Background: an optimization exercise with open tools, aiming at small area and a short achievable clock period. Do not read the settings as production practice. RTL that was checked went through simulation tests only; none was proved equivalent to the original. For runs 2 and 3, only the layout was checked, not whether the RTL still works. Power is estimated from default activity; no workload was simulated.

## flow/design.v (module list and top-level ports; edited modules follow where they fit)
// module vc_dds_cfg_reg: 32 lines
// module vc_phase_accum: 16 lines
// module vc_wave_shaper: 13 lines
// module vc_amp_offset: 676 lines
// module vc_dds_top: 68 lines
module vc_dds_top
(
  input  logic                    clk_user_bufg,
  input  logic                    rst_glb,
  input  logic                    cfg_wr,           
  input  logic [85:0]             cfg,              
  output logic [16-1:0] sample,           
  output logic                    sample_valid,
  output logic [10-1:0]    dac_fsc           
);
  // ...
==> flow/flow/run.sh <==
#!/bin/bash
# Standard ORFS layout, except that the port buffers are the smallest plain
# buffer instead of the default delay-buffer cell. Each tool's output is kept
# by ORFS under orfs/logs/; make's own output goes to flow_make.log.
set -euo pipefail
export BUFFER_PORTS_ARGS="-buffer_cell sky130_fd_sc_hd__buf_1"
bash standard.sh finish > flow_make.log 2>&1
==> flow/standard.sh <==
#!/bin/bash
# synth_recipe.tcl (not shown) runs the flow's synth.tcl, then flattens the netlist and writes it again
# the make line also repeats each setting of config.mk as NAME=value (left out here)
make -C /OpenROAD-flow-scripts/flow DESIGN_CONFIG=/design/flow/config.mk WORK_HOME=/design/flow/orfs CLKGATE_MAP_FILE= SYNTH_SCRIPT=/design/flow/synth_recipe.tcl "${@:-finish}"
==> flow/config.mk <==
export PLATFORM = sky130hd
export DESIGN_NAME = vc_dds_top
export DESIGN_NICKNAME = vc_dds_top
export VERILOG_FILES = /design/flow/design.v
export SDC_FILE = /design/flow/constraint.sdc
export NUM_CORES = 4
export LEC_CHECK = 0
export CAP_MARGIN = 20
export CORE_MARGIN = 2
export CORE_UTILIZATION = 40
export CTS_CLUSTER_DIAMETER = 100
export CTS_CLUSTER_SIZE = 30
export SETUP_SLACK_MARGIN = 2.8
export SLEW_MARGIN = 20
==> flow/constraint.sdc <==
create_clock -name core_clock -period 5.5 [get_ports {clk_user_bufg}]
set_input_delay 1.1000 -clock core_clock [delete_from_list [all_inputs] [get_ports {clk_user_bufg}]]
set_output_delay 1.1000 -clock core_clock [all_outputs]
set_load 0.01 [all_outputs]
==> flow_summary.ini, run 1 <==
[setup_path]
crit_path_start = u_cfg_reg.freq_word[3]
cp_cell_sequence = ha_1, a21o_1, a21oi_1, a21boi_4, o31ai_2, a21oi_1, nand2b_1, a41oi_1, mux2_1
cp.buffers_inverters = 0
crit_type = flop to flop
r2r_start = u_cfg_reg.freq_word[3]
crit_path_frequent_cell = a21oi_1
cp_num_cells = 9
crit_path_end = u_phase_accum.phase[19]

[clock_tree]
cts_resized = 5
cts_tree = yes
ctsHoldBuffers = 0

[logic_synthesis]
post-synth-top-area-cell = dfxtp_1
synth_area_per_cell_um2 = 11.31
synth_area_mm2 = 0.01724
synth-compound-area-share_pct = 13.17
synth.most_common_cell = dfxtp_1
synthArstFlopShare_pct = 4.335

[floorplan]
die_x_um = 211.6
nWellTaps = 546
std_cell_rows = 76

[grt]
grt_use_met3_pct = 2.685
grtUsageMet1_pct = 22.32

[pwr]
total_power_uw = 11670
ir_drop_uv = 235.5
combPwrFrac_pct = 49.8

[placed_design]
gp_congestion = 0.8582

[final_layout]
fillers = 4058
utilization_pct = 43.59
multi_input_area_mm2 = 0.008740
clock_buffer_count = 19
finalNetCount = 1871
n_sequential_cell = 346
largest_class = multi-input gates
clkCellAreaFrac_pct = 2.321
regArea_mm2 = 0.007682
n_all_buffers = 125
finalInstanceArea_mm2 = 0.01865

[flow_run]
cap_violations = 0

[routing]
wl_per_cell_um = 17.30
met1_length_um = 16520
vias = 10922

[sta]
period_share_pct = 48.23
max-slew-margin-rel_pct = 28.69
maxSlewViolCount = 0

[status]
status = timing/DRC/antenna clean
==> module vc_phase_accum, before the edit <==
module vc_phase_accum
(
  input  logic                       clk_user_bufg,
  input  logic                       cfg_wr,
  input  logic [10-1:0]       pcw,
  input  logic [32-1:0]     freq_word,
  output logic [32-1:0]     phase
);
  always_ff @(posedge clk_user_bufg)
  begin
    if (cfg_wr)
      phase <= {pcw, {22{1'b0}}};
    else
      phase <= phase + freq_word;
  end
endmodule
==> run 2, diff against run 1 <==
--- a/flow/design.v
+++ b/flow/design.v
@@ -69,22 +69,28 @@
 module vc_phase_accum
 (
   input  logic                       clk_user_bufg,
   input  logic                       cfg_wr,
   input  logic [10-1:0]       pcw,
   input  logic [32-1:0]     freq_word,
   output logic [32-1:0]     phase
 );
+  localparam int H = 32 / 2;
+  logic [H:0]   sum_lo;
+  logic [H-1:0] sum_hi0, sum_hi1;
+  assign sum_lo  = {1'b0, phase[H-1:0]} + {1'b0, freq_word[H-1:0]};
+  assign sum_hi0 = phase[32-1:H] + freq_word[32-1:H];
+  assign sum_hi1 = phase[32-1:H] + freq_word[32-1:H] + 1'b1;
   always_ff @(posedge clk_user_bufg)
   begin
     if (cfg_wr)
       phase <= {pcw, {22{1'b0}}};
     else
-      phase <= phase + freq_word;
+      phase <= {sum_lo[H] ? sum_hi1 : sum_hi0, sum_lo[H-1:0]};
   end
 endmodule
 `timescale 1ns/1ns
 module vc_wave_shaper
 (
   input  logic                       tri_en,
   input  logic                       saw_en,
   input  logic [32-1:0]     phase,
@@ -100,18 +106,20 @@
 module vc_amp_offset
 (
   input  logic                       clk_user_bufg,
   input  logic [16-1:0]    shape,
   input  logic [16-1:0]    amp,
   input  logic [16-1:0]    dc_offset,
   output logic [16-1:0]    sample
 );
-  logic [16-1:0] result;
-  logic [16-1:0] shape_q, dco_q;
+  localparam int RW = 1;    
+  logic [16+RW-1:0] result;
+  logic [16-1:0] shape_q;
+  logic [16-1:0] dco_q;
   always_ff @(posedge clk_user_bufg)
   begin
     shape_q <= shape;
     dco_q   <= dc_offset;
   end
   logic [8:0] b_one, b_two, b_neg;
   logic [8:0] bq_one;
   logic [7:0] bq_two, bq_neg;
@@ -509,136 +517,136 @@
     r0_274 <= s175;
     r0_275 <= k176;
     r0_276 <= s177;
     r0_277 <= k178;
     r0_278 <= k104;
     r0_279 <= s105;
     r0_280 <= k106;
   end
-  wire s281 = r0_206 ^ r0_207;
-  wire k282 = r0_206 & r0_207;
-  wire s283 = r0_211 ^ r0_212;
-  wire k284 = r0_211 & r0_212;
-  wire s285 = r0_215 ^ r0_216;
-  wire k286 = r0_215 & r0_216;
-  wire s287 = r0_219 ^ r0_220;
-  wire k288 = r0_219 & r0_220;
-  wire s289 = r0_223 ^ r0_224 ^ r0_225;
-  wire k290 = (r0_223 & r0_224) | (r0_223 & r0_225) | (r0_224 & r0_225);
-  wire s291 = r0_226 ^ r0_227;
-  wire k292 = r0_226 & r0_227;
-  wire s293 = r0_229 ^ r0_230 ^ r0_231;
-  wire k294 = (r0_229 & r0_230) | (r0_229 & r0_231) | (r0_230 & r0_231);
-  wire s295 = r0_232 ^ r0_233;
-  wire k296 = r0_232 & r0_233;
-  wire s297 = r0_234 ^ r0_235 ^ r0_236;
-  wire k298 = (r0_234 & r0_235) | (r0_234 & r0_236) | (r0_235 & r0_236);
-  wire s299 = r0_238 ^ r0_239;
-  wire k300 = r0_238 & r0_239;
-  wire s301 = r0_242 ^ r0_243 ^ r0_244;
-  wire k302 = (r0_242 & r0_243) | (r0_242 & r0_244) | (r0_243 & r0_244);
-  wire s303 = r0_247 ^ r0_248;
-  wire k304 = r0_247 & r0_248;
-  wire s305 = r0_251 ^ r0_252 ^ r0_253;
-  wire k306 = (r0_251 & r0_252) | (r0_251 & r0_253) | (r0_252 & r0_253);
-  wire s307 = r0_256 ^ r0_257;
-  wire k308 = r0_256 & r0_257;
-  wire s309 = r0_193 ^ r0_194;
-  wire k310 = r0_193 & r0_194;
-  wire s311 = r0_197 ^ r0_198;
-  wire k312 = r0_197 & r0_198;
-  wire s313 = r0_200 ^ r0_201;
-  wire k314 = r0_200 & r0_201;
-  wire s315 = r0_203 ^ r0_204;
-  wire k316 = r0_203 & r0_204;
-  wire s317 = r0_208 ^ r0_209 ^ r0_210;
-  wire k318 = (r0_208 & r0_209) | (r0_208 & r0_210) | (r0_209 & r0_210);
-  wire s319 = r0_213 ^ r0_214 ^ k282;
-  wire k320 = (r0_213 & r0_214) | (r0_213 & k282) | (r0_214 & k282);
-  wire s321 = r0_217 ^ r0_218 ^ k284;
-  wire k322 = (r0_217 & r0_218) | (r0_217 & k284) | (r0_218 & k284);
-  wire s323 = r0_221 ^ r0_222 ^ k286;
-  wire k324 = (r0_221 & r0_222) | (r0_221 & k286) | (r0_222 & k286);
-  wire s325 = r0_228 ^ k288 ^ s291;
-  wire k326 = (r0_228 & k288) | (r0_228 & s291) | (k288 & s291);
-  wire s327 = k292 ^ s295 ^ k290;
-  wire k328 = (k292 & s295) | (k292 & k290) | (s295 & k290);
-  wire s329 = r0_237 ^ k296 ^ k294;
-  wire k330 = (r0_237 & k296) | (r0_237 & k294) | (k296 & k294);
-  wire s331 = r0_240 ^ r0_241 ^ s299;
-  wire k332 = (r0_240 & r0_241) | (r0_240 & s299) | (r0_241 & s299);
-  wire s333 = r0_245 ^ r0_246 ^ k300;
-  wire k334 = (r0_245 & r0_246) | (r0_245 & k300) | (r0_246 & k300);
-  wire s335 = r0_249 ^ r0_250 ^ s303;
-  wire k336 = (r0_249 & r0_250) | (r0_249 & s303) | (r0_250 & s303);
-  wire s337 = r0_254 ^ r0_255 ^ k304;
-  wire k338 = (r0_254 & r0_255) | (r0_254 & k304) | (r0_255 & k304);
-  wire s339 = r0_258 ^ r0_259 ^ s307;
-  wire k340 = (r0_258 & r0_259) | (r0_258 & s307) | (r0_259 & s307);
-  wire s341 = r0_260 ^ r0_261 ^ r0_262;
-  wire k342 = (r0_260 & r0_261) | (r0_260 & r0_262) | (r0_261 & r0_262);
-  wire s343 = r0_263 ^ r0_264;
-  wire k344 = r0_263 & r0_264;
-  wire s345 = r0_266 ^ r0_267 ^ r0_268;
-  wire k346 = (r0_266 & r0_267) | (r0_266 & r0_268) | (r0_267 & r0_268);
-  wire s347 = r0_270 ^ r0_271;
-  wire k348 = r0_270 & r0_271;
-  wire s349 = r0_182 ^ r0_183;
-  wire k350 = r0_182 & r0_183;
-  wire s351 = r0_185 ^ r0_186;
-  wire k352 = r0_185 & r0_186;
-  wire s353 = r0_187 ^ r0_188;
-  wire k354 = r0_187 & r0_188;
-  wire s355 = r0_189 ^ r0_190;
-  wire k356 = r0_189 & r0_190;
-  wire s357 = r0_191 ^ r0_192;
-  wire k358 = r0_191 & r0_192;
-  wire s359 = r0_195 ^ r0_196 ^ s309;
-  wire k360 = (r0_195 & r0_196) | (r0_195 & s309) | (r0_196 & s309);
-  wire s361 = r0_199 ^ k310 ^ s311;
-  wire k362 = (r0_199 & k310) | (r0_199 & s311) | (k310 & s311);
-  wire s363 = r0_202 ^ k312 ^ s313;
-  wire k364 = (r0_202 & k312) | (r0_202 & s313) | (k312 & s313);
-  wire s365 = r0_205 ^ k314 ^ s315;
-  wire k366 = (r0_205 & k314) | (r0_205 & s315) | (k314 & s315);
-  wire s367 = k316 ^ s281 ^ s317;
-  wire k368 = (k316 & s281) | (k316 & s317) | (s281 & s317);
-  wire s369 = s283 ^ k318 ^ s319;
-  wire k370 = (s283 & k318) | (s283 & s319) | (k318 & s319);
-  wire s371 = s285 ^ k320 ^ s321;
-  wire k372 = (s285 & k320) | (s285 & s321) | (k320 & s321);
-  wire s373 = s287 ^ k322 ^ s323;
-  wire k374 = (s287 & k322) | (s287 & s323) | (k322 & s323);
-  wire s375 = s289 ^ k324 ^ s325;
-  wire k376 = (s289 & k324) | (s289 & s325) | (k324 & s325);
-  wire s377 = s293 ^ k326 ^ s327;
-  wire k378 = (s293 & k326) | (s293 & s327) | (k326 & s327);
-  wire s379 = s297 ^ k328 ^ s329;
-  wire k380 = (s297 & k328) | (s297 & s329) | (k328 & s329);
-  wire s381 = k298 ^ s331 ^ k330;
-  wire k382 = (k298 & s331) | (k298 & k330) | (s331 & k330);
-  wire s383 = s301 ^ k332 ^ s333;
-  wire k384 = (s301 & k332) | (s301 & s333) | (k332 & s333);
-  wire s385 = k302 ^ k334 ^ s335;
-  wire k386 = (k302 & k334) | (k302 & s335) | (k334 & s335);
-  wire s387 = s305 ^ k336 ^ s337;
-  wire k388 = (s305 & k336) | (s305 & s337) | (k336 & s337);
-  wire s389 = k306 ^ k338 ^ s339;
-  wire k390 = (k306 & k338) | (k306 & s339) | (k338 & s339);
-  wire s391 = k308 ^ s341 ^ k340;
-  wire k392 = (k308 & s341) | (k308 & k340) | (s341 & k340);
-  wire s393 = r0_265 ^ s343 ^ k342;
-  wire k394 = (r0_265 & s343) | (r0_265 & k342) | (s343 & k342);
-  wire s395 = r0_269 ^ k344 ^ s345;
-  wire k396 = (r0_269 & k344) | (r0_269 & s345) | (k344 & s345);
-  wire s397 = r0_272 ^ s347 ^ k346;
-  wire k398 = (r0_272 & s347) | (r0_272 & k346) | (s347 & k346);
-  wire s399 = r0_273 ^ r0_274 ^ k348;
-  wire k400 = (r0_273 & r0_274) | (r0_273 & k348) | (r0_274 & k348);
+  wire s281 = r0_182 ^ r0_183;
+  wire k282 = r0_182 & r0_183;
+  wire s283 = r0_185 ^ r0_186;
+  wire k284 = r0_185 & r0_186;
+  wire s285 = r0_187 ^ r0_188;
+  wire k286 = r0_187 & r0_188;
+  wire s287 = r0_189 ^ r0_190;
+  wire k288 = r0_189 & r0_190;
+  wire s289 = r0_191 ^ r0_192;
+  wire k290 = r0_191 & r0_192;
+  wire s291 = r0_193 ^ r0_194 ^ r0_195;
+  wire k292 = (r0_193 & r0_194) | (r0_193 & r0_195) | (r0_194 & r0_195);
+  wire s293 = r0_197 ^ r0_198 ^ r0_199;
+  wire k294 = (r0_197 & r0_198) | (r0_197 & r0_199) | (r0_198 & r0_199);
+  wire s295 = r0_200 ^ r0_201 ^ r0_202;
+  wire k296 = (r0_200 & r0_201) | (r0_200 & r0_202) | (r0_201 & r0_202);
+  wire s297 = r0_203 ^ r0_204 ^ r0_205;
+  wire k298 = (r0_203 & r0_204) | (r0_203 & r0_205) | (r0_204 & r0_205);
+  wire s299 = r0_206 ^ r0_207 ^ r0_208;
+  wire k300 = (r0_206 & r0_207) | (r0_206 & r0_208) | (r0_207 & r0_208);
+  wire s301 = r0_209 ^ r0_210;
+  wire k302 = r0_209 & r0_210;
+  wire s303 = r0_211 ^ r0_212 ^ r0_213;
+  wire k304 = (r0_211 & r0_212) | (r0_211 & r0_213) | (r0_212 & r0_213);
+  wire s305 = r0_215 ^ r0_216 ^ r0_217;
+  wire k306 = (r0_215 & r0_216) | (r0_215 & r0_217) | (r0_216 & r0_217);
+  wire s307 = r0_219 ^ r0_220;
+  wire k308 = r0_219 & r0_220;
+  wire s309 = r0_223 ^ r0_224 ^ r0_225;
+  wire k310 = (r0_223 & r0_224) | (r0_223 & r0_225) | (r0_224 & r0_225);
+  wire s311 = r0_226 ^ r0_227;
+  wire k312 = r0_226 & r0_227;
+  wire s313 = r0_229 ^ r0_230 ^ r0_231;
+  wire k314 = (r0_229 & r0_230) | (r0_229 & r0_231) | (r0_230 & r0_231);
+  wire s315 = r0_232 ^ r0_233;
+  wire k316 = r0_232 & r0_233;
+  wire s317 = r0_234 ^ r0_235 ^ r0_236;
+  wire k318 = (r0_234 & r0_235) | (r0_234 & r0_236) | (r0_235 & r0_236);
+  wire s319 = r0_238 ^ r0_239;
+  wire k320 = r0_238 & r0_239;
+  wire s321 = r0_242 ^ r0_243 ^ r0_244;
+  wire k322 = (r0_242 & r0_243) | (r0_242 & r0_244) | (r0_243 & r0_244);
+  wire s323 = r0_247 ^ r0_248;
+  wire k324 = r0_247 & r0_248;
+  wire s325 = r0_251 ^ r0_252 ^ r0_253;
+  wire k326 = (r0_251 & r0_252) | (r0_251 & r0_253) | (r0_252 & r0_253);
+  wire s327 = r0_256 ^ r0_257;
+  wire k328 = r0_256 & r0_257;
+  wire s329 = r0_196 ^ k290;
+  wire k330 = r0_196 & k290;
+  wire s331 = k292 ^ s293;
+  wire k332 = k292 & s293;
+  wire s333 = k294 ^ s295;
+  wire k334 = k294 & s295;
+  wire s335 = k296 ^ s297;
+  wire k336 = k296 & s297;
+  wire s337 = s301 ^ k298 ^ s299;
+  wire k338 = (s301 & k298) | (s301 & s299) | (k298 & s299);
+  wire s339 = r0_214 ^ k302 ^ k300;
+  wire k340 = (r0_214 & k302) | (r0_214 & k300) | (k302 & k300);
+  wire s341 = r0_218 ^ k304 ^ s305;
+  wire k342 = (r0_218 & k304) | (r0_218 & s305) | (k304 & s305);
+  wire s343 = r0_221 ^ r0_222 ^ s307;
+  wire k344 = (r0_221 & r0_222) | (r0_221 & s307) | (r0_222 & s307);
+  wire s345 = r0_228 ^ k308 ^ s311;
+  wire k346 = (r0_228 & k308) | (r0_228 & s311) | (k308 & s311);
+  wire s347 = k312 ^ s315 ^ k310;
+  wire k348 = (k312 & s315) | (k312 & k310) | (s315 & k310);
+  wire s349 = r0_237 ^ k316 ^ k314;
+  wire k350 = (r0_237 & k316) | (r0_237 & k314) | (k316 & k314);
+  wire s351 = r0_240 ^ r0_241 ^ s319;
+  wire k352 = (r0_240 & r0_241) | (r0_240 & s319) | (r0_241 & s319);
+  wire s353 = r0_245 ^ r0_246 ^ k320;
+  wire k354 = (r0_245 & r0_246) | (r0_245 & k320) | (r0_246 & k320);
+  wire s355 = r0_249 ^ r0_250 ^ s323;
+  wire k356 = (r0_249 & r0_250) | (r0_249 & s323) | (r0_250 & s323);
+  wire s357 = r0_254 ^ r0_255 ^ k324;
+  wire k358 = (r0_254 & r0_255) | (r0_254 & k324) | (r0_255 & k324);
+  wire s359 = r0_258 ^ r0_259 ^ s327;
+  wire k360 = (r0_258 & r0_259) | (r0_258 & s327) | (r0_259 & s327);
+  wire s361 = r0_260 ^ r0_261 ^ r0_262;
+  wire k362 = (r0_260 & r0_261) | (r0_260 & r0_262) | (r0_261 & r0_262);
+  wire s363 = r0_263 ^ r0_264;
+  wire k364 = r0_263 & r0_264;
+  wire s365 = r0_266 ^ r0_267 ^ r0_268;
+  wire k366 = (r0_266 & r0_267) | (r0_266 & r0_268) | (r0_267 & r0_268);
+  wire s367 = r0_270 ^ r0_271;
+  wire k368 = r0_270 & r0_271;
+  wire s369 = s303 ^ k338;
+  wire k370 = s303 & k338;
+  wire s371 = k340 ^ s341;
+  wire k372 = k340 & s341;
+  wire s373 = k306 ^ s343 ^ k342;
+  wire k374 = (k306 & s343) | (k306 & k342) | (s343 & k342);
+  wire s375 = s309 ^ k344 ^ s345;
+  wire k376 = (s309 & k344) | (s309 & s345) | (k344 & s345);
+  wire s377 = s313 ^ k346 ^ s347;
+  wire k378 = (s313 & k346) | (s313 & s347) | (k346 & s347);
+  wire s379 = s317 ^ k348 ^ s349;
+  wire k380 = (s317 & k348) | (s317 & s349) | (k348 & s349);
+  wire s381 = k318 ^ s351 ^ k350;
+  wire k382 = (k318 & s351) | (k318 & k350) | (s351 & k350);
+  wire s383 = s321 ^ k352 ^ s353;
+  wire k384 = (s321 & k352) | (s321 & s353) | (k352 & s353);
+  wire s385 = k322 ^ k354 ^ s355;
+  wire k386 = (k322 & k354) | (k322 & s355) | (k354 & s355);
+  wire s387 = s325 ^ k356 ^ s357;
+  wire k388 = (s325 & k356) | (s325 & s357) | (k356 & s357);
+  wire s389 = k326 ^ k358 ^ s359;
+  wire k390 = (k326 & k358) | (k326 & s359) | (k358 & s359);
+  wire s391 = k328 ^ s361 ^ k360;
+  wire k392 = (k328 & s361) | (k328 & k360) | (s361 & k360);
+  wire s393 = r0_265 ^ s363 ^ k362;
+  wire k394 = (r0_265 & s363) | (r0_265 & k362) | (s363 & k362);
+  wire s395 = r0_269 ^ k364 ^ s365;
+  wire k396 = (r0_269 & k364) | (r0_269 & s365) | (k364 & s365);
+  wire s397 = r0_272 ^ s367 ^ k366;
+  wire k398 = (r0_272 & s367) | (r0_272 & k366) | (s367 & k366);
+  wire s399 = r0_273 ^ r0_274 ^ k368;
+  wire k400 = (r0_273 & r0_274) | (r0_273 & k368) | (r0_274 & k368);
   wire s401 = r0_275 ^ r0_276;
   wire k402 = r0_275 & r0_276;
   wire s403 = r0_277 ^ r0_278 ^ r0_279;
   wire k404 = (r0_277 & r0_278) | (r0_277 & r0_279) | (r0_278 & r0_279);
   wire s405 = 1'b1 ^ r0_280;
   wire k406 = 1'b1 & r0_280;
   logic r1_407;
   logic r1_408;
@@ -699,38 +707,38 @@
   logic r1_463;
   logic r1_464;
   logic r1_465;
   logic r1_466;
   always_ff @(posedge clk_user_bufg)
   begin
     r1_407 <= r0_180;
     r1_408 <= r0_181;
-    r1_409 <= s349;
-    r1_410 <= r0_184;
-    r1_411 <= k350;
-    r1_412 <= s351;
-    r1_413 <= k352;
-    r1_414 <= s353;
-    r1_415 <= k354;
-    r1_416 <= s355;
-    r1_417 <= k356;
-    r1_418 <= s357;
-    r1_419 <= k358;
-    r1_420 <= s359;
-    r1_421 <= k360;
-    r1_422 <= s361;
-    r1_423 <= k362;
-    r1_424 <= s363;
-    r1_425 <= k364;
-    r1_426 <= s365;
-    r1_427 <= k366;
-    r1_428 <= s367;
-    r1_429 <= k368;
-    r1_430 <= s369;
+    r1_409 <= r0_184;
+    r1_410 <= s281;
+    r1_411 <= k282;
+    r1_412 <= s283;
+    r1_413 <= k284;
+    r1_414 <= s285;
+    r1_415 <= k286;
+    r1_416 <= s287;
+    r1_417 <= k288;
+    r1_418 <= s289;
+    r1_419 <= s291;
+    r1_420 <= s329;
+    r1_421 <= k330;
+    r1_422 <= s331;
+    r1_423 <= k332;
+    r1_424 <= s333;
+    r1_425 <= k334;
+    r1_426 <= s335;
+    r1_427 <= k336;
+    r1_428 <= s337;
+    r1_429 <= s369;
+    r1_430 <= s339;
     r1_431 <= k370;
     r1_432 <= s371;
     r1_433 <= k372;
     r1_434 <= s373;
     r1_435 <= k374;
     r1_436 <= s375;
     r1_437 <= k376;
     r1_438 <= s377;
@@ -760,23 +768,23 @@
     r1_462 <= s401;
     r1_463 <= k402;
     r1_464 <= s403;
     r1_465 <= k404;
     r1_466 <= s405;
   end
   wire [29:0] tot = {r1_465, r1_463, r1_461, r1_459, r1_457, r1_455, r1_453, r1_451, r1_449, r1_447, r1_445, r1_443, r1_441, r1_439, r1_437, r1_435, r1_433, r1_431, r1_429, r1_427, r1_425, r1_423, r1_421, r1_419, r1_417, r1_415, r1_413, r1_411, r1_409, r1_407} + {r1_466, r1_464, r1_462, r1_460, r1_458, r1_456, r1_454, r1_452, r1_450, r1_448, r1_446, r1_444, r1_442, r1_440, r1_438, r1_436, r1_434, r1_432, r1_430, r1_428, r1_426, r1_424, r1_422, r1_420, r1_418, r1_416, r1_414, r1_412, r1_410, r1_408};
   wire [16:0] hisum = tot[29:13];
-  assign result = hisum[16] ? 16'hFFFF : hisum[15:0];
-  logic [16-1:0] dly_q [1];
+  assign result = hisum;
+  logic [16+RW-1:0] dly_q [1];
   always_ff @(posedge clk_user_bufg)
   begin
     dly_q[0] <= result;
   end
-  assign sample = dly_q[0];
+  assign sample = dly_q[0][16] ? {16{1'b1}} : dly_q[0][16-1:0];
 endmodule
 `timescale 1ns/1ns
 module vc_dds_top
 (
   input  logic                    clk_user_bufg,
   input  logic                    rst_glb,
   input  logic                    cfg_wr,           
   input  logic [85:0]             cfg,              
==> flow/config.mk (replaced) <==
export PLATFORM = sky130hd
export DESIGN_NAME = vc_dds_top
export DESIGN_NICKNAME = vc_dds_top
export VERILOG_FILES = /design/flow/design.v
export SDC_FILE = /design/flow/constraint.sdc
export NUM_CORES = 4
export LEC_CHECK = 0
export CAP_MARGIN = 20
export CORE_MARGIN = 2
export CORE_UTILIZATION = 40
export CTS_CLUSTER_DIAMETER = 100
export CTS_CLUSTER_SIZE = 25
export SETUP_SLACK_MARGIN = 3.0
export SLEW_MARGIN = 20
==> run 2 against run 1 <==
Net effect: core utilization increased by 1.8 points; global-route usage is 0.22 points higher; highest routed layer is now met5; via count increased by 0.64%; clock skew is 0.0069 ns lower; worst hold slack lost 0.0042 ns; final cell count increased by 1.1%; fmax is 13% lower; non-clock buffer count grew 31.
==> flow_summary.ini, run 2 <==
[flow_run]
cap_violations = 0

[logic_synthesis]
synth_area_mm2 = 0.01722
synth_edf_count = 66
ys_seq_area_share_pct = 44.69
netlist.area_leader.share_pct = 30.93
synthFlopType = dfxtp_1
yosys-top-cells-count = 266 x dfxtp_1, 141 x xnor2_1, 138 x inv_1
synth.distinct_cells = 76
synth.most_common_cell = dfxtp_1
synth_nets = 1810
synth_area_per_cell_um2 = 11.40
ys_ff_latch = 347
synth_cells = 1510
yosys-top-cells-area = dfxtp_1 31%, fa_1 14%, edfxtp_1 12%, xnor2_1 7.2%, ha_1 6.5%
post-synth-top-area-cell = dfxtp_1
synthArstFlopShare_pct = 4.323
ys_warn_count = 5

[grt]
grt_antenna_before_repair = 2
grt_max_degree = 65
gr-total-overflow = 0
grt_pass1_wl_um = 59680
groute.usage.overall_pct = 16.87
grt_pass1_vias = 11248

[final_layout]
finalNetCount = 1894
layout_commonest_cell = dfxtp_1
n_antenna_cell = 0
stdcell_count = 2149
area_growth_pct = 12.75
largest_registers = u_cfg_reg.freq_word: 32 flops, u_phase_accum.phase: 32 flops, u_amp_offset.dly_q: 17 flops
multi_input_area_mm2 = 0.009002
drive_above_1_share_pct = 12.29
regArea_mm2 = 0.007731
fillers = 3934
final_cell_mix = 239 x dfxtp_1, 139 x xnor2_1, 137 x inv_1

[clock_tree]
htree_levels = 1
clk_pin_slew_ns = 0.10
clock_sinks = 347
clock_path_buffers = 3
cts_tree = yes
insertion_delay_ns = 0.54
cts_made_buffers = 18
root_buffer = clkbuf_16

[sta]
rsz0062_at_grt = true
period_share_pct = 55.35
hold_violations = 0
fmax_mhz = 328.5
tns_ns = 0
maxSlewViolCount = 0
max-slew-margin-rel_pct = 29.12
setup_violations = 0
tightest_slew_ns = 1.062
period_needed_ns = 3.044
skew_ns = 0.02057

[setup_path]
crit_path_end = u_phase_accum.phase[30]
endpoint_kind = flop
crit_type = flop to flop
crit_path_start = u_cfg_reg.freq_word[16]
r2r_slack_ns = 2.46
crit_arrival_ns = 3.52
crit_required_ns = 5.97
cp-start-kind = flop
cp_max_fo = 4
r2r_start = u_cfg_reg.freq_word[16]
reg2reg_to = u_phase_accum.phase[30]
worstRegToRegCells = 9

[placed_design]
place_inst = 2083
gp_congestion = 0.8389
post-dp-hpwl_um = 26200
io_buffers = 115

[pwr]
p_int_uw = 7345
power_density_mw_per_mm2 = 637.1
power.leakage_uw = 0.007872
ir_drop_uv = 435.2
switching_share_pct = 40.61
switchingPower_uw = 5022
clkPwrFrac_pct = 12.0
combPwrFrac_pct = 50.8
seq_power_share_pct = 37.3

[routing]
detail_route.first_pass.iterations = 5
wl_per_cell_um = 17.71
drc = 0
drt_wl_total_um = 38070
drtIter0Drc = 795
drt-vias-per-instance = 5.115
vias = 10992
ant_nets = 0

[floorplan]
fp.dieArea_mm2 = 0.04472
num_io_pins = 116
std_cell_rows = 76
die_h_um = 211.5
core_area_mm2 = 0.04279
die_x_um = 211.5
initial_core_util_pct = 40.24

[status]
status = timing/DRC/antenna clean

[hold_path]
min_path_type = flop to flop
-- run 2: layer usage --
layer / wire length, um / up-vias / GRT usage (%)
met5: 27 / - / 0
met4: 963 / 4 / 5.512
met3: 2330 / 71 / 2.581
met2: 18370 / 322 / 29.02
met1: 16370 / 5343 / 21.76
li1: - / 5252 / -
-- run 2: kinds of logic (layout without fill, tap and decap cells) --
| logic type | after synthesis | after routing | share of synthesized area (%) |
|---|---|---|---|
| flops | 347 | 347 | 44.69 |
| xor+xnor | 200 | 200 | 10.17 |
| compound gates | 296 | 296 | 12.53 |
| fa+ha+maj | 211 | 211 | 20.65 |
| buf+inv | 234 | 327 | 5.109 |
| mux | 1 | 1 | 0.05814 |
| simple gates | 221 | 221 | 6.787 |
-- run 2: metrics by stage --
step	setup WS (ns)	util (%)	total power, uW	hold WS (ns)	area, um^2
after floorplan	2.503	-	8583	0.3096	17240
after global placement	2.322	42.17	10180	0.3165	18040
after detailed placement	2.296	42.17	10310	0.3121	18040
after CTS	2.467	44.62	12180	0.3335	19090
after global routing	2.305	45.37	13490	0.3500	19410
final	2.456	45.37	12370	0.3327	19410
-- run 2: timing repair --
action	in CTS	in global routing
resized for setup	80	77
endpoints found under the setup margin	63	62
pin swaps	33	41
buffers inserted	25	12
hold buffers	0	0
-- run 2: power groups by stage --
stage                     clock network [uW]  logic, uW  registers [uW]
after floorplan                            0       4590            3990
after global placement                     0       5570            4610
after detailed placement                   0       5690            4620
after CTS                               1540       6080            4570
after global routing                    1620       7190            4690
final                                   1480       6280            4610
-- run 2: how the worst min path moves through the flow --
stage | to | slack (ns) | cells past startpoint | start
after floorplan | u_amp_offset.r1_407 | 0.31 | 0 | u_amp_offset.r0_180
after global placement | u_amp_offset.r1_409 | 0.32 | 0 | u_amp_offset.r0_184
after detailed placement | u_amp_offset.r1_407 | 0.31 | 0 | u_amp_offset.r0_180
after CTS | u_amp_offset.r1_407 | 0.33 | 0 | u_amp_offset.r0_180
after global routing | u_amp_offset.dco_q[3] | 0.35 | 0 | u_cfg_reg.dc_offset[3]
final | u_amp_offset.r1_407 | 0.33 | 0 | u_amp_offset.r0_180
-- run 2: final cells by class --
class | instances | area share [%]
clock inverters | 2 | 0.1676
repair buffers | 156 | 4.763
well taps | 546 | 3.519
clock buffers | 27 | 2.604
inverters | 142 | 2.746
flip-flops and latches | 347 | 39.83
multi-input cells | 929 | 46.37
-- run 2: critical path, stage by stage (launching register included) --
cell,delay [ns]
edfxtp_1,0.38
ha_2,0.21
fa_2,0.35
a211o_4,0.38
a21boi_4,0.18
o211ai_1,0.18
nand4_1,0.12
or3b_2,0.48
or4_1,0.52
a31oi_1,0.16
==> run 3, diff against run 2 <==
--- a/flow/design.v
+++ b/flow/design.v
@@ -74,18 +74,12 @@
   input  logic [32-1:0]     freq_word,
   output logic [32-1:0]     phase
 );
-  localparam int H = 32 / 2;
-  logic [H:0]   sum_lo;
-  logic [H-1:0] sum_hi0, sum_hi1;
-  assign sum_lo  = {1'b0, phase[H-1:0]} + {1'b0, freq_word[H-1:0]};
-  assign sum_hi0 = phase[32-1:H] + freq_word[32-1:H];
-  assign sum_hi1 = phase[32-1:H] + freq_word[32-1:H] + 1'b1;
   always_ff @(posedge clk_user_bufg)
   begin
     if (cfg_wr)
       phase <= {pcw, {22{1'b0}}};
     else
-      phase <= {sum_lo[H] ? sum_hi1 : sum_hi0, sum_lo[H-1:0]};
+      phase <= phase + freq_word;
   end
 endmodule
 `timescale 1ns/1ns
==> run 3 against run 2 <==
Net effect: synthesized area is 0.58% lower; routed wire length is 5.0% lower; flip-flop and latch count stayed put; register-to-register slack better by 0.43 ns; fmax is 16% higher; first-iteration DRC count is 17% lower; sequential share of layout area is 0.61 points higher; still clean on timing, DRC and antenna; sequential power is 0.9% lower; total power is 2.0% lower; clock skew is 0.0086 ns higher.
==> flow_summary.ini, run 3 <==
[setup_path]
endpoint_kind = flop
r2r_start = u_cfg_reg.freq_word[0]
crit_type = flop to flop
crit_arrival_ns = 3.05
cp_max_fo = 6
cp-start-kind = flop
crit_path_start = u_cfg_reg.freq_word[0]
crit_required_ns = 5.93

[hold_path]
hp-start = u_amp_offset.r0_184
min_path_type = flop to flop

[logic_synthesis]
ys_warn_count = 5
post-synth-top-area-cell = dfxtp_1
synth_nets = 1804
synth_area_per_cell_um2 = 11.37
synth_edf_count = 66
synthFlopType = dfxtp_1
synth.most_common_cell = dfxtp_1
yosys-top-cells-count = 266 x dfxtp_1, 150 x xnor2_1, 138 x inv_1
netlist.area_leader.share_pct = 31.11
synth_area_mm2 = 0.01712
synthArstFlopShare_pct = 4.323
ys_ff_latch = 347
ys_seq_area_share_pct = 44.95
synth_cells = 1506
yosys-top-cells-area = dfxtp_1 31%, fa_1 14%, edfxtp_1 12%, xnor2_1 7.7%, ha_1 6.4%
synth.distinct_cells = 59

[floorplan]
fp.dieArea_mm2 = 0.04446
initial_core_util_pct = 40.63
num_io_pins = 116
die_x_um = 210.9
die_h_um = 210.9
core_area_mm2 = 0.04213
std_cell_rows = 75

[final_layout]
area_growth_pct = 11.61
utilization_pct = 45.35
final_cell_mix = 243 x dfxtp_1, 149 x xnor2_1, 137 x inv_1
finalNetCount = 1870
stdcell_count = 2121
layout_commonest_cell = dfxtp_1
drive_above_1_share_pct = 11.25
n_antenna_cell = 0
largest_registers = u_cfg_reg.freq_word: 32 flops, u_phase_accum.phase: 32 flops, u_amp_offset.dly_q: 17 flops

[routing]
wl_per_cell_um = 17.05
drt_wl_total_um = 36170
detail_route.first_pass.iterations = 5
drtIter0Drc = 663
ant_nets = 0
drc = 0
vias = 10773
drt-vias-per-instance = 5.079

[clock_tree]
cts_made_buffers = 18
clk_pin_slew_ns = 0.11
insertion_delay_ns = 0.54
htree_levels = 1
clock_path_buffers = 3
clock_sinks = 347
root_buffer = clkbuf_16
cts_tree = yes

[sta]
tns_ns = 0
period_share_pct = 47.55
max-slew-margin-rel_pct = 35.41
setup_violations = 0
tightest_slew_ns = 0.9676
maxSlewViolCount = 0
hold_violations = 0
fmax_mhz = 382.3
rsz0062_at_grt = true
period_needed_ns = 2.616
skew_ns = 0.02921

[placed_design]
io_buffers = 115
gp_congestion = 0.8320
place_inst = 2070
post-dp-hpwl_um = 26120

[grt]
groute.usage.overall_pct = 16.72
gr-total-overflow = 0
grt_pass1_vias = 11379
grt_max_degree = 63
grt_pass1_wl_um = 59410
grt_antenna_before_repair = 0

[pwr]
power_density_mw_per_mm2 = 634.2
ir_drop_uv = 309.3
power.leakage_uw = 0.007781

[status]
status = timing/DRC/antenna clean

[flow_run]
cap_violations = 0
run 3: changes by cell type in the layout (fill, tap and decap cells not counted), sizes merged, moves of 5 or more:
cell    change
a211oi      -5
a21o        +7
a21oi      +16
buf        -15
nand2       +5
nand2b      -7
nor2        -5
xnor2       +9
xor2       -12
run 3: cell type report:
| type | count | area, um^2 |
|---|---|---|
| fill | 3888 | 23030 |
| timing repair buffer | 141 | 769.5 |
| inverter | 142 | 533.0 |
| clock inverter | 3 | 33.78 |
| clock buffer | 27 | 505.5 |
| sequential | 347 | 7726 |
| multi-input combinational | 922 | 8864 |
| tap | 539 | 674.4 |
run 3: worst paths after layout:
path	to	slack (ns)	cells after the start
setup reg to reg	u_phase_accum.phase[30]	2.88	12
hold reg to reg	u_amp_offset.r1_409	0.33	0
min in group asynchronous	valid_q[2]	0.55	2
hold / removal	u_amp_offset.r1_409	0.33	0
max in group asynchronous	u_cfg_reg.dac_fsc[5]	4.59	2
setup / recovery	u_phase_accum.phase[30]	2.88	12
run 3: report_power, final:
| part | internal [uW] | switching, uW |
|---|---|---|
| clock | 658 | 818 |
| combinational | 2940 | 3130 |
| sequential | 3690 | 884 |
run 3: layer usage:
metal / GRT usage, % / wire length, um
met5: 0 / 0
met4: 5.512 / 740
met1: 22.48 / 16380
met2: 27.86 / 17050
met3: 2.349 / 1994
run 3: what timing repair did:
| action | CTS | global route |
|---|---|---|
| hold buffers | 0 | 0 |
| hold endpoints to repair | 0 | 0 |
| gates resized for setup | 60 | 72 |
| buffers inserted | 16 | 5 |
| endpoints found under the setup margin | 42 | 56 |
| pin swaps | 46 | 39 |
run 3: per-stage QoR:
step           instance area (um^2)  total power (uW)  hold slack (ns)  worst slack [ns]
3_5_place_dp                  17930             10250           0.3121             2.624
6_report                      19110             12120           0.3316             2.884
2_1_floorplan                 17140              8573           0.3096             3.006
3_3_place_gp                  17930             10120           0.3136             2.664
4_1_cts                       18810             12010           0.3336             2.840
5_1_grt                       19110             13370           0.3395             2.731
run 3: kinds of logic after synthesis:
kind of cell             after synthesis  synth area share, %
buffers and inverters                237                5.197
AND/OR/NAND/NOR                      204                5.891
adder cells (fa/ha/maj)              209                20.58
AO/OA/AOI/OAI                        309                13.11
flip-flops                           347                44.95
XOR/XNOR                             197                10.08
multiplexers                           3               0.1900
run 3: worst max-delay path, cell delays in order (launching register included):
cell	delay [ns]
edfxtp_1	0.38
ha_4	0.15
inv_2	0.04
fa_2	0.32
and2b_1	0.22
o21a_1	0.16
o21ai_2	0.06
a211o_1	0.31
a21oi_4	0.23
a31oi_4	0.16
o311ai_2	0.26
xnor2_1	0.15
o21ai_1	0.07

-- re-timing with driven ports --
In the flow no input, the clock included, has a driving cell. The finished layouts below were timed again as built, in two steps.
Step 1, drivers: a clkbuf_16 drives clk_user_bufg and a buf_2 each remaining input, both assumed.
Step 2 times the ports against the registers' clock, not the clock port: input delays grow and output delays shrink by t, the midpoint of the rising clock arrivals with the driver on.
a / b / c = ideal / step 1 / step 2; a / b = the first two.
| run | t, ns | setup slack, ns | worst setup path at the end |
|---|---|---|---|
| run 1 | 0.581 | 2.847 / 2.847 / 2.494 | input to register |
| run 2 | 0.578 | 2.456 / 2.456 / 2.456 | register to register |
| run 3 | 0.577 | 2.884 / 2.884 / 2.615 | input to register |
After both steps every run listed still meets setup and hold. The setup slack of run 1, which loses most, moves by 0.000 ns with the drivers and by -0.353 ns with both steps.
